Background: an optimization exercise with open tools, aiming at small area. Do not read the settings as production practice. Only simulation tests tie the RTL to the original design; equivalence was not proved. Power is estimated from default activity; no workload was simulated.

// radar_digitizer
module radar_digitizer
(
   input  logic        clk64,
   input  logic        rx_dsp_reset,
   input  logic        apb_psel,
   input  logic        apb_penable,
   input  logic        apb_pwrite,
   input  logic [7:0]  apb_paddr,
   input  logic [31:0] apb_pwdata,
   output logic [31:0] apb_prdata,
   output logic        apb_pready,
   output logic        apb_pslverr,
   input  logic [11:0] chan_video,
   input  logic [11:0] chan_trig,
   input  logic [11:0] chan_arp,
   input  logic [11:0] chan_acp,
   output logic [15:0] sample_data,
   output logic        sample_first,
   output logic        sample_valid,
   input  logic        sample_ready
);
==> flow/config.mk <==
export PLATFORM = sky130hd
export DESIGN_NAME = radar_digitizer
export DESIGN_NICKNAME = radar_digitizer
export VERILOG_FILES = /design/flow/design.v
export SDC_FILE = /design/flow/constraint.sdc
export NUM_CORES = 4
export LEC_CHECK = 0
export CAP_MARGIN = 20
export CORE_MARGIN = 2
export CORE_UTILIZATION = 65
export SLEW_MARGIN = 20
==> flow/constraint.sdc <==
create_clock -name core_clock -period 8.0 [get_ports {clk64}]
set_input_delay 1.6000 -clock core_clock [delete_from_list [all_inputs] [get_ports {clk64}]]
set_output_delay 1.6000 -clock core_clock [all_outputs]
set_load 0.01 [all_outputs]
standard.sh (not shown) runs the stock make flow with config.mk's settings and CLKGATE_MAP_FILE= SYNTH_SCRIPT=/design/flow/synth_recipe.tcl, a recipe that flattens the netlist after the stock synthesis.
==> flow/flow/run.sh <==
#!/bin/bash
# Own layout flow: the standard ORFS flow (standard.sh) with three changes:
#  - synthesis maps logic with an area-oriented ABC script (abc_area_map.script)
#    in place of ORFS's delay-oriented one; registers are mapped as in the
#    standard synthesis (dfflibmap runs before ABC and is unchanged)
#  - port buffers use the smallest buffer cell (every port still gets one)
#  - clock tree synthesis inserts no dummy loads
# Every tool's output goes to ORFS's logs under orfs/logs; make's own output
# goes to own_flow.log in the work folder.
set -euo pipefail
W=$(pwd)
F=$W/flow

{
  echo "set ::own_abc_script $F/abc_area_map.script"
  cat "$F/abc_override.tcl"
  cat "$W/synth_recipe.tcl"
} > "$W/own_synth.tcl"

sed "s|SYNTH_SCRIPT=[^ ]*|SYNTH_SCRIPT=$W/own_synth.tcl|" "$W/standard.sh" > "$W/own_standard.sh"
grep -q "SYNTH_SCRIPT=$W/own_synth.tcl" "$W/own_standard.sh"

export BUFFER_PORTS_ARGS="-buffer_cell sky130_fd_sc_hd__buf_1"
export CTS_ARGS="-sink_clustering_enable -repair_clock_nets -dont_use_dummy_load -buf_list {sky130_fd_sc_hd__clkbuf_16} -sink_clustering_size 24 -sink_clustering_max_diameter 80"

bash "$W/own_standard.sh" "$@" > "$W/own_flow.log" 2>&1
==> flow/flow/abc_area_map.script <==
strash
ifraig
dch -f
amap -m
==> flow/flow/abc_override.tcl <==
# Map with an area-oriented ABC script instead of ORFS's delay-oriented one.
proc abc {args} {
  set i [lsearch -exact $args -script]
  if {$i >= 0} {
    set args [lreplace $args [expr {$i + 1}] [expr {$i + 1}] $::own_abc_script]
  }
  yosys abc {*}$args
}
Next try:
--- a/flow/flow/run.sh
+++ b/flow/flow/run.sh
@@ -3 +3,2 @@
-#  - synthesis maps logic with an area-oriented ABC script (abc_area_map.script)
+#  - synthesis maps logic, adders included, with an area-oriented ABC script
+#    (abc_area_map.script; no half/full adder cells are extracted first)
@@ -7 +8 @@
-#  - clock tree synthesis inserts no dummy loads
+#  - clock tree synthesis inserts no dummy loads and uses larger sink clusters
--- a/flow/flow/abc_override.tcl
+++ b/flow/flow/abc_override.tcl
@@ -8,0 +9,3 @@
+
+# Leave adders to ABC: no half/full adder cells are extracted before mapping.
+proc extract_fa {args} {}
- CORE_UTILIZATION: 65 -> 70
Effect: The changed run finished with timing, DRC and antenna clean. Final cell count went up by 6.6%. Die area went down by about 11%. Final area went down by 3.4%. Worst hold slack is worse by 0.0095 ns. Wire length went up by 9.1%. Clock power hardly moves. Setup slack is worse by 1.2 ns. Synthesized cell count went up by about 11%. Sequential share of layout area went up by 1.8 points.

* * *

Starting RTL as in the previous note.
// radar_digitizer
module radar_digitizer
(
   input  logic        clk64,
   input  logic        rx_dsp_reset,
   input  logic        apb_psel,
   input  logic        apb_penable,
   input  logic        apb_pwrite,
   input  logic [7:0]  apb_paddr,
   input  logic [31:0] apb_pwdata,
   output logic [31:0] apb_prdata,
   output logic        apb_pready,
   output logic        apb_pslverr,
   input  logic [11:0] chan_video,
   input  logic [11:0] chan_trig,
   input  logic [11:0] chan_arp,
   input  logic [11:0] chan_acp,
   output logic [15:0] sample_data,
   output logic        sample_first,
   output logic        sample_valid,
   input  logic        sample_ready
);
Settings: LEC_CHECK=0, CAP_MARGIN=20, CORE_MARGIN=2, CORE_UTILIZATION=65, SLEW_MARGIN=20; clock period 8.0 ns.
==> flow/flow/run.sh <==
#!/bin/bash
# Own layout flow: the standard ORFS flow (standard.sh) with three changes:
#  - synthesis maps logic with an area-oriented ABC script (abc_area_map.script)
#    in place of ORFS's delay-oriented one; registers are mapped as in the
#    standard synthesis (dfflibmap runs before ABC and is unchanged)
#  - port buffers use the smallest buffer cell (every port still gets one)
#  - clock tree synthesis inserts no dummy loads
# Every tool's output goes to ORFS's logs under orfs/logs; make's own output
# goes to own_flow.log in the work folder.
set -euo pipefail
W=$(pwd)
F=$W/flow

{
  echo "set ::own_abc_script $F/abc_area_map.script"
  cat "$F/abc_override.tcl"
  cat "$W/synth_recipe.tcl"
} > "$W/own_synth.tcl"

sed "s|SYNTH_SCRIPT=[^ ]*|SYNTH_SCRIPT=$W/own_synth.tcl|" "$W/standard.sh" > "$W/own_standard.sh"
grep -q "SYNTH_SCRIPT=$W/own_synth.tcl" "$W/own_standard.sh"

export BUFFER_PORTS_ARGS="-buffer_cell sky130_fd_sc_hd__buf_1"
export CTS_ARGS="-sink_clustering_enable -repair_clock_nets -dont_use_dummy_load -buf_list {sky130_fd_sc_hd__clkbuf_8} -sink_clustering_size 12 -sink_clustering_max_diameter 50"

bash "$W/own_standard.sh" "$@" > "$W/own_flow.log" 2>&1
==> flow/flow/abc_area_map.script <==
strash
dch -f
amap -m
==> flow/flow/abc_override.tcl <==
# Map with an area-oriented ABC script instead of ORFS's delay-oriented one.
proc abc {args} {
  set i [lsearch -exact $args -script]
  if {$i >= 0} {
    set args [lreplace $args [expr {$i + 1}] [expr {$i + 1}] $::own_abc_script]
  }
  yosys abc {*}$args
}
Next try:
--- a/flow/flow/run.sh
+++ b/flow/flow/run.sh
@@ -24 +24 @@
-export CTS_ARGS="-sink_clustering_enable -repair_clock_nets -dont_use_dummy_load -buf_list {sky130_fd_sc_hd__clkbuf_8} -sink_clustering_size 12 -sink_clustering_max_diameter 50"
+export CTS_ARGS="-sink_clustering_enable -repair_clock_nets -dont_use_dummy_load -buf_list {sky130_fd_sc_hd__clkbuf_16} -sink_clustering_size 24 -sink_clustering_max_diameter 80"
After rerunning:
- worst setup slack is better by 34 ps
- flip-flop and latch count does not change
- non-clock buffer count does not change
- power goes down by 0.80%
- synthesized cell count stays the same
- via count went down by 1.0%

## static timing again, ports no longer ideal
In the flow no input, the clock included, has a driving cell. The finished layouts below were timed again as built, in two steps. Step 1: set_driving_cell puts a clkbuf_16 on clk64 and a buf_2 on each other input, an assumption about the parent block. Step 2, shift: input delay + t, output delay - t, t = (earliest + latest rising clock arrival at the registers) / 2. This alone moves slack from input paths to output paths. Three values: no drivers, after step 1, after step 2; two values: the first two.
run | t, ns | setup WS [ns] | clock arrival spread, ns | cell pins on the clock port's net
the first run of note 1 | 0.575 | 1.799 / 1.799 / 1.653 | 0.022 / 0.023 | 1
the second run of note 1 | 0.583 | 0.632 / 0.632 / 0.632 | 0.014 / 0.014 | 1
the first run of note 2 | 0.593 | 2.038 / 2.038 / 1.868 | 0.058 / 0.057 | 1
the second run of note 2 | 0.578 | 2.072 / 2.072 / 1.846 | 0.031 / 0.030 | 1
After both steps setup and hold are still met in every run listed. The setup slack of the second run of note 2, which loses most, moves by 0.000 ns with the drivers and by -0.226 ns with both steps.
